Source: an optimization exercise on an open RTL-to-GDS flow (aim: small area, a short achievable clock period and few clock cycles per item). Production flows keep margins and buffers that such runs may drop. Only simulation tests tie the RTL to the original design; equivalence was not proved. Power and IR drop assume default switching activity.

## flow/config.mk

```make
export PLATFORM = sky130hd
export DESIGN_NAME = exec_unit
export DESIGN_NICKNAME = exec_unit
export VERILOG_FILES = /design/flow/design.v
export SDC_FILE = /design/flow/constraint.sdc
export NUM_CORES = 4
export LEC_CHECK = 0
export CAP_MARGIN = 20
export CORE_MARGIN = 2
export CORE_UTILIZATION = 40
export SETUP_SLACK_MARGIN = 0.4
export SLEW_MARGIN = 20
```

## flow/constraint.sdc

```tcl
create_clock -name core_clock -period 7.0 [get_ports {clk}]
set_input_delay 1.4000 -clock core_clock [delete_from_list [all_inputs] [get_ports {clk}]]
set_output_delay 1.4000 -clock core_clock [all_outputs]
set_load 0.01 [all_outputs]
```

## flow/design.v

```verilog
package alu_pkg;
	typedef logic [32-1:0] word_t;
	typedef enum logic [3:0] {
		ALU_ADD  = 4'd0,
		ALU_SUB  = 4'd1,
		ALU_AND  = 4'd2,
		ALU_OR   = 4'd3,
		ALU_XOR  = 4'd4,
		ALU_SL   = 4'd5,
		ALU_SRL  = 4'd6,
		ALU_SRA  = 4'd7,
		ALU_SLT  = 4'd8,
		ALU_SLTU = 4'd9
	} alu_op_e;
endpackage
package exec_pkg;
	typedef logic [$clog2(16)-1:0] reg_idx_t;
	typedef struct packed {
		logic [3:0]        op;
		reg_idx_t         rs1;
		reg_idx_t         rs2;
		reg_idx_t         rd;
		logic             use_imm;
		logic [32-1:0] imm;
	} issue_t;
	localparam int ISSUE_W = 4 + 3*$clog2(16) + 1 + 32;
	typedef struct packed {
		reg_idx_t rd;
		logic [32-1:0] data;
	} result_t;
	localparam int RESULT_W = $clog2(16) + 32;
endpackage
module pipe_stage #(
	parameter int WIDTH = 1
) (
	input  logic     clk,
	input  logic     reset,
	input  logic     in_valid,
	output logic     in_ready,
	input  logic [WIDTH-1:0] in_data,
	output logic     out_valid,
	input  logic     out_ready,
	output logic [WIDTH-1:0] out_data
);
	logic load;
	assign in_ready = !out_valid || out_ready;
	assign load = in_valid && in_ready;
	always_ff @(posedge clk) begin
		if (reset) begin
			out_valid <= 1'b0;
		end else if (in_ready) begin
			out_valid <= in_valid;
		end
	end
	always_ff @(posedge clk) begin
		if (load) begin
			out_data <= in_data;
		end
	end
endmodule
module regfile (
	input  logic               clk,
	input  logic               reset,
	input  exec_pkg::reg_idx_t rd_idx_a,
	input  exec_pkg::reg_idx_t rd_idx_b,
	output alu_pkg::word_t     rd_data_a,
	output alu_pkg::word_t     rd_data_b,
	input  logic               wr_en,
	input  exec_pkg::reg_idx_t wr_idx,
	input  alu_pkg::word_t     wr_data
);
	alu_pkg::word_t regs [16];
	always_ff @(posedge clk) begin
		if (reset) begin
			for (int i = 0; i < 16; i++) begin
				regs[i] <= '0;
			end
		end else if (wr_en && (wr_idx != '0)) begin
			regs[wr_idx] <= wr_data;
		end
	end
	always_comb begin
		if (rd_idx_a == '0) begin
			rd_data_a = '0;
		end else begin
			rd_data_a = regs[rd_idx_a];
		end
		if (rd_idx_b == '0) begin
			rd_data_b = '0;
		end else begin
			rd_data_b = regs[rd_idx_b];
		end
	end
endmodule
module alu (
	input  logic               clk,
	input  logic               reset,
	input  logic               in_valid,
	output logic               in_ready,
	input  alu_pkg::alu_op_e   op,
	input  alu_pkg::word_t     rs1_data,
	input  alu_pkg::word_t     rs2_data,
	input  alu_pkg::word_t     imm,
	input  logic               use_imm,
	input  exec_pkg::reg_idx_t rd,
	output logic               wr_en,
	output exec_pkg::reg_idx_t wr_idx,
	output alu_pkg::word_t     wr_data,
	output logic               out_valid,
	input  logic               out_ready,
	output exec_pkg::result_t  out_data
);
	alu_pkg::word_t                  opnd_a;
	alu_pkg::word_t                  opnd_b;
	logic [5-1:0] shamt;
	alu_pkg::word_t                  result;
	logic                   load;
	assign opnd_a = rs1_data;
	assign opnd_b = use_imm ? imm : rs2_data;
	assign shamt = opnd_b[5-1:0];
	always_comb begin
		case (op)
			alu_pkg::ALU_ADD:  result = opnd_a + opnd_b;
			alu_pkg::ALU_SUB:  result = opnd_a - opnd_b;
			alu_pkg::ALU_AND:  result = opnd_a & opnd_b;
			alu_pkg::ALU_OR:   result = opnd_a | opnd_b;
			alu_pkg::ALU_XOR:  result = opnd_a ^ opnd_b;
			alu_pkg::ALU_SL:   result = opnd_a << shamt;
			alu_pkg::ALU_SRL:  result = opnd_a >> shamt;
			alu_pkg::ALU_SRA:  result = $signed(opnd_a) >>> shamt;
			alu_pkg::ALU_SLT:  result = alu_pkg::word_t'($signed(opnd_a) < $signed(opnd_b));
			alu_pkg::ALU_SLTU: result = alu_pkg::word_t'(opnd_a < opnd_b);
			default:  result = '0;
		endcase
	end
	assign in_ready = !out_valid || out_ready;
	assign load = in_valid && in_ready;
	assign wr_en = load;
	assign wr_idx = rd;
	assign wr_data = result;
	always_ff @(posedge clk) begin
		if (reset) begin
			out_valid <= 1'b0;
		end else if (in_ready) begin
			out_valid <= in_valid;
		end
	end
	always_ff @(posedge clk) begin
		if (load) begin
			out_data.rd   <= rd;
			out_data.data <= result;
		end
	end
endmodule
module exec_unit (
	input  logic               clk,
	input  logic               reset,
	input  logic               cmd_valid,
	output logic               cmd_ready,
	input  alu_pkg::alu_op_e   cmd_op,
	input  exec_pkg::reg_idx_t cmd_rs1,
	input  exec_pkg::reg_idx_t cmd_rs2,
	input  exec_pkg::reg_idx_t cmd_rd,
	input  logic               cmd_use_imm,
	input  alu_pkg::word_t     cmd_imm,
	output logic               res_valid,
	input  logic               res_ready,
	output exec_pkg::reg_idx_t res_rd,
	output alu_pkg::word_t     res_data
);
	exec_pkg::issue_t  cmd_issue;
	exec_pkg::issue_t  iss;
	logic    iss_valid;
	logic    iss_ready;
	alu_pkg::word_t   rs1_data;
	alu_pkg::word_t   rs2_data;
	logic    wr_en;
	exec_pkg::reg_idx_t wr_idx;
	alu_pkg::word_t   wr_data;
	logic    alu_valid;
	logic    alu_ready;
	exec_pkg::result_t alu_res;
	exec_pkg::result_t res;
	assign cmd_issue.op      = cmd_op;
	assign cmd_issue.rs1     = cmd_rs1;
	assign cmd_issue.rs2     = cmd_rs2;
	assign cmd_issue.rd      = cmd_rd;
	assign cmd_issue.use_imm = cmd_use_imm;
	assign cmd_issue.imm     = cmd_imm;
	pipe_stage #(.WIDTH(exec_pkg::ISSUE_W)) u_issue (
		.clk(clk), .reset(reset),
		.in_valid(cmd_valid), .in_ready(cmd_ready), .in_data(cmd_issue),
		.out_valid(iss_valid), .out_ready(iss_ready), .out_data(iss)
	);
	regfile u_regfile (
		.clk(clk), .reset(reset),
		.rd_idx_a(iss.rs1), .rd_idx_b(iss.rs2),
		.rd_data_a(rs1_data), .rd_data_b(rs2_data),
		.wr_en(wr_en), .wr_idx(wr_idx), .wr_data(wr_data)
	);
	alu u_alu (
		.clk(clk), .reset(reset),
		.in_valid(iss_valid), .in_ready(iss_ready),
		.op(iss.op), .rs1_data(rs1_data), .rs2_data(rs2_data),
		.imm(iss.imm), .use_imm(iss.use_imm), .rd(iss.rd),
		.wr_en(wr_en), .wr_idx(wr_idx), .wr_data(wr_data),
		.out_valid(alu_valid), .out_ready(alu_ready), .out_data(alu_res)
	);
	pipe_stage #(.WIDTH(exec_pkg::RESULT_W)) u_result (
		.clk(clk), .reset(reset),
		.in_valid(alu_valid), .in_ready(alu_ready), .in_data(alu_res),
		.out_valid(res_valid), .out_ready(res_ready), .out_data(res)
	);
	assign res_rd   = res.rd;
	assign res_data = res.data;
endmodule
```

## flow/run.sh

```bash
#!/bin/bash
# synth_recipe.tcl (not shown) runs the flow's synth.tcl, then flattens the netlist and writes it again
# the make line also repeats each setting of config.mk as NAME=value (left out here)
make -C /OpenROAD-flow-scripts/flow DESIGN_CONFIG=/design/flow/config.mk WORK_HOME=/design/flow/orfs CLKGATE_MAP_FILE= SYNTH_SCRIPT=/design/flow/synth_recipe.tcl finish
```

==> summary.md <==
| Metric | Value |
|---|---|
| FFs w/ async S/R, synth | `0` |
| Min Clock Period, post-route | `between 6000 and 7000 ps` |
| Row Count | `117` |
| Height of the die | `~320 µm` |
| Largest cells by area after synthesis | `edfxtp_1, mux4_2, nor2_1` |
| Path type of the worst setup path | `flop to flop` |
| Post-detailed-placement half-perimeter wirelength | `~110,000 µm` |
| Delay of the slowest cell on the worst path | `620 ps` |
| Sequential share of the synthesized area | `0.472` |
| CTS max path bufs | `3` |
| Largest driver fanout on the critical path | `21` |
| Wire length reported by the detailed router | `169,000 µm` |
| Core Region | `~0.10 mm²` |
| Pin count of the biggest net entering global routing | `62` |
| Cell Pwr Density | `285 mW/mm²` |
| Max cap viols | `0` |
| Routed via count divided by cell count | `6.66` |
| Arrival time at the worst endpoint | `6940 ps` |
| Register Area | `roughly 0.019 mm²` |
| Setup crit end kind | `flop` |
| Post-synthesis cell area | `0.0408 mm²` |
| Setup TNS Final | `0 ps` |
| Ports placed on the boundary | `91` |
| Number of global-route vias before repair | `32,000` |
| Finish-stage setup viols | `0` |
| Diodes inserted | `0` |
| Final count of pins violating max slew | `0` |
| DRT iter0 DRCs | `between 5,000 and 6,000` |
| Buffers and inverters on the worst path | `3` |
| Final-stage net count | `around 3,700` |
| Post-synth top area share | `0.466` |
| Overall Power | `13.2 mW` |
| Min-Delay Path Class | `flop to flop` |
| Buffer type at the clock tree root | `clkbuf_16` |
| Actual slew at the worst max-slew pin | `1180 ps` |
| Relative slew slack | `0.204` |
| Initial core utilization | `0.402` |
| WL/cell | `between 30 and 40 µm` |
| Via count | `33,300` |
| Count of unique library cells instantiated by Yosys | `107` |
| H-tree levels | `3` |
| TritonCTS buffer count | `74` |
| Delay-heaviest family, CP | `compound AO/OA/AOI/OAI gates` |
| Total clock sinks | `644` |
| Share of final-layout standard cells stronger than drive strength 1 | `0.207` |
| Post-route cell area | `~0.046 mm²` |
| Wire length of the first global-routing pass | `237,000 µm` |
| Crit-path slowest cell | `o221ai_1` |
| Global routing usage summed across all routing layers | `0.320` |
| Fill cell total of the finished layout | `9,116` |
| Most frequent cell after synthesis | `edfxtp_1` |
| Number of flops mapped to enable cells by yosys | `approximately 630` |
| ANT nets after route | `0` |
| Post-placement cell area | `approximately 0.044 mm²` |
| Residual overflow from global routing | `0` |
| Number of antenna violations at the first check in global routing | `4` |
| Yosys Warn Count | `4` |
| Setup repair after global routing missed its margin | `true` |
| Area of the die | `0.104 mm²` |
| Run status | `complete, no violations` |
| Remaining DRCs | `0` |
| Clk Latency, worst-skew pair | `660 ps` |
| Worst-path clk slew | `70 ps` |
| Critical path cell sequence | `buf_12, mux4_2, mux4_2, a22o_1, ha_1, nor4_1, inv_1, a211oi_1, or3_1, a221oi_1, o31ai_2, a21oi_1, o221ai_1, o2111a_1, buf_4, nor2_1` |
| Combined area of the multi-input logic cells | `0.0197 mm²` |
| Biggest area consumer among synthesized cells | `edfxtp_1` |
| Total count of hold-check failures in the final report | `0` |
| Crit path top cell by count | `mux4_2` |
| Detailed-routing iteration count for the pre-antenna-repair pass | `6` |
| Leading post-synthesis cells by instance count | `edfxtp_1, nor2_1, mux4_2` |
| Most used flip-flop cell after synthesis | `edfxtp_1` |
| Mean instance size in the synthesized netlist | `11.7 µm²` |
| Critical path startpoint category | `flop` |
| Post-route worst hold slack | `410 ps` |
| Max Clk Rate | `about 0.15 GHz` |
| Maximum vdd drop | `176 µV` |
| # port buffers | `90` |
| Horizontal die dimension | `about 320 µm` |
| Period Utilization, post-route | `0.936` |
| Static Leak | `about 17 nW` |
| Clock Skews | `41.0 ps` |
| Synth Register Bits | `644` |
| Required time of the critical path | `7390 ps` |
| Cells after Synth | `3,489` |
| CTS tree | `yes` |
| Layout Area Growth over Synthesis | `13.1%` |
| Routability congestion estimate from global placement | `between 1 and 1.5` |
worst register-to-register path, delay by kind of cell, from the launching register on:
kind	cells	cell delay, ps
AOI/OAI and AO/OA	7	2720
adders and majority gates	1	440
buffers and inverters	3	580
DFF	1	520
muxes	2	1080
and+or+nand+nor	3	940
layout make-up:
type | count | share of cell area
multi-input combinational | 2432 | 0.428
sequential | 644 | 0.417
timing repair buffer | 280 | 0.0543
clock buffer | 97 | 0.0441
tap | 1368 | 0.0371
inverter | 139 | 0.0115
clock inverter | 38 | 0.00768
cell usage in the layout (no fill, tap or decap), drive strengths merged, types with 20 or more instances in the layout:
cell type      count
mux4             271
a211oi            64
clkbuf            98
mux2i            112
nor2b             27
o211ai            79
ha                98
o21ai            144
o22ai             20
nand3             67
inv              143
mux2              33
edfxtp           633
a31oi             25
clkdlybuf4s50     89
clkinv            27
nand2            197
buf              189
nor3              45
a221oi            25
a22o              31
nor4              22
conb              32
a21oi            219
nor2             592
o221ai            21
nand2b            27
routing by layer:
layer  routed length, µm  up-vias  GRT usage
li1                    -    13600          -
met1               62400    16500      0.426
met2               73500     2569      0.480
met3               22000      592     0.0819
met4               10800        6      0.167
met5                  41        -          0
where the power goes:
group	leakage, nW	total, mW	internal, mW	switching, mW
registers	6.52	4.62	4.46	0.156
logic	8.90	4.65	1.49	3.15
clock network	1.16	3.89	2.21	1.68
total	16.6	13.2	8.17	4.98
cell families (layout without fill, tap and decap cells):
kind of cell             Yosys count  after routing  synth area share
AO/OA/AOI/OAI                    828            828             0.142
XOR/XNOR                           5              5           0.00107
multiplexers                     416            416             0.186
adder cells (fa/ha/maj)          100            100            0.0311
flip-flops                       644            644             0.472
buffers and inverters            444            554            0.0519
other                              1             32         0.0000920
AND/OR/NAND/NOR                 1051           1051             0.116
metrics by stage:
step	worst slack (ps)	util	cells
5_1_grt	374	0.455	4998
2_1_floorplan	606	-	3520
3_5_place_dp	523	0.431	4862
3_3_place_gp	398	0.430	4861
6_report	451	0.455	4998
4_1_cts	532	0.454	4997
path summary, 6_finish.rpt:
| path | start | end | slack [ps] | cells after the start |
|---|---|---|---|---|
| worst max-delay path | flop | u_regfile.regs[10][0]$_SDFFCE_PN0P_ | 450 | 16 |
| worst max register to register | flop | u_regfile.regs[10][0]$_SDFFCE_PN0P_ | 450 | 16 |
| worst min-delay path | u_alu.out_data[35]$_DFFE_PP_ | u_result.out_data[35]$_DFFE_PP_ | 410 | 0 |
| worst min register to register | u_alu.out_data[35]$_DFFE_PP_ | u_result.out_data[35]$_DFFE_PP_ | 410 | 0 |
flip-flops by register name, summed over array words and instances, names as in the netlist, named ones only:
register and count:
u_result.out_data 36, u_issue.out_data 49, u_issue.out_valid 1, u_alu.out_data 36, u_regfile.regs 512, u_alu.out_valid 1
u_result.out_valid 1
repair_timing:
item,CTS,global route
endpoints found under the setup margin,0,125
buffers inserted,0,1
endpoints found under the hold margin,0,0
hold buffers,0,0
gates resized for setup,0,4
Testbench counts, summed over its fixed seeds: cycles 16,024, items 16,000.

==> port drivers added, routing unchanged <==
No port has a modelled driver above. Below, the same layout with a new extraction and two added sets of constraints.
Step 1, drivers: a clkbuf_16 drives clk and a buf_2 each remaining input, both assumed.
Step 2, shift: input delay + t, output delay - t, t = (earliest + latest rising clock arrival at the registers) / 2. This alone moves slack from input paths to output paths.
Slacks: no drivers / after step 1 / after step 2; pairs: no drivers / after step 1.
t, ns: 0.720
setup WS [ns]: 0.451 / 0.451 / 0.451
latest minus earliest clock arrival (ns): 0.042 / 0.043
worst data-port slew with drivers (ns): 0.09
cell pins on the clock port's net: 1
After both steps setup and hold are still met in this run. For this run, drivers alone change the setup slack by 0.000 ns; drivers and shift together by 0.000 ns.
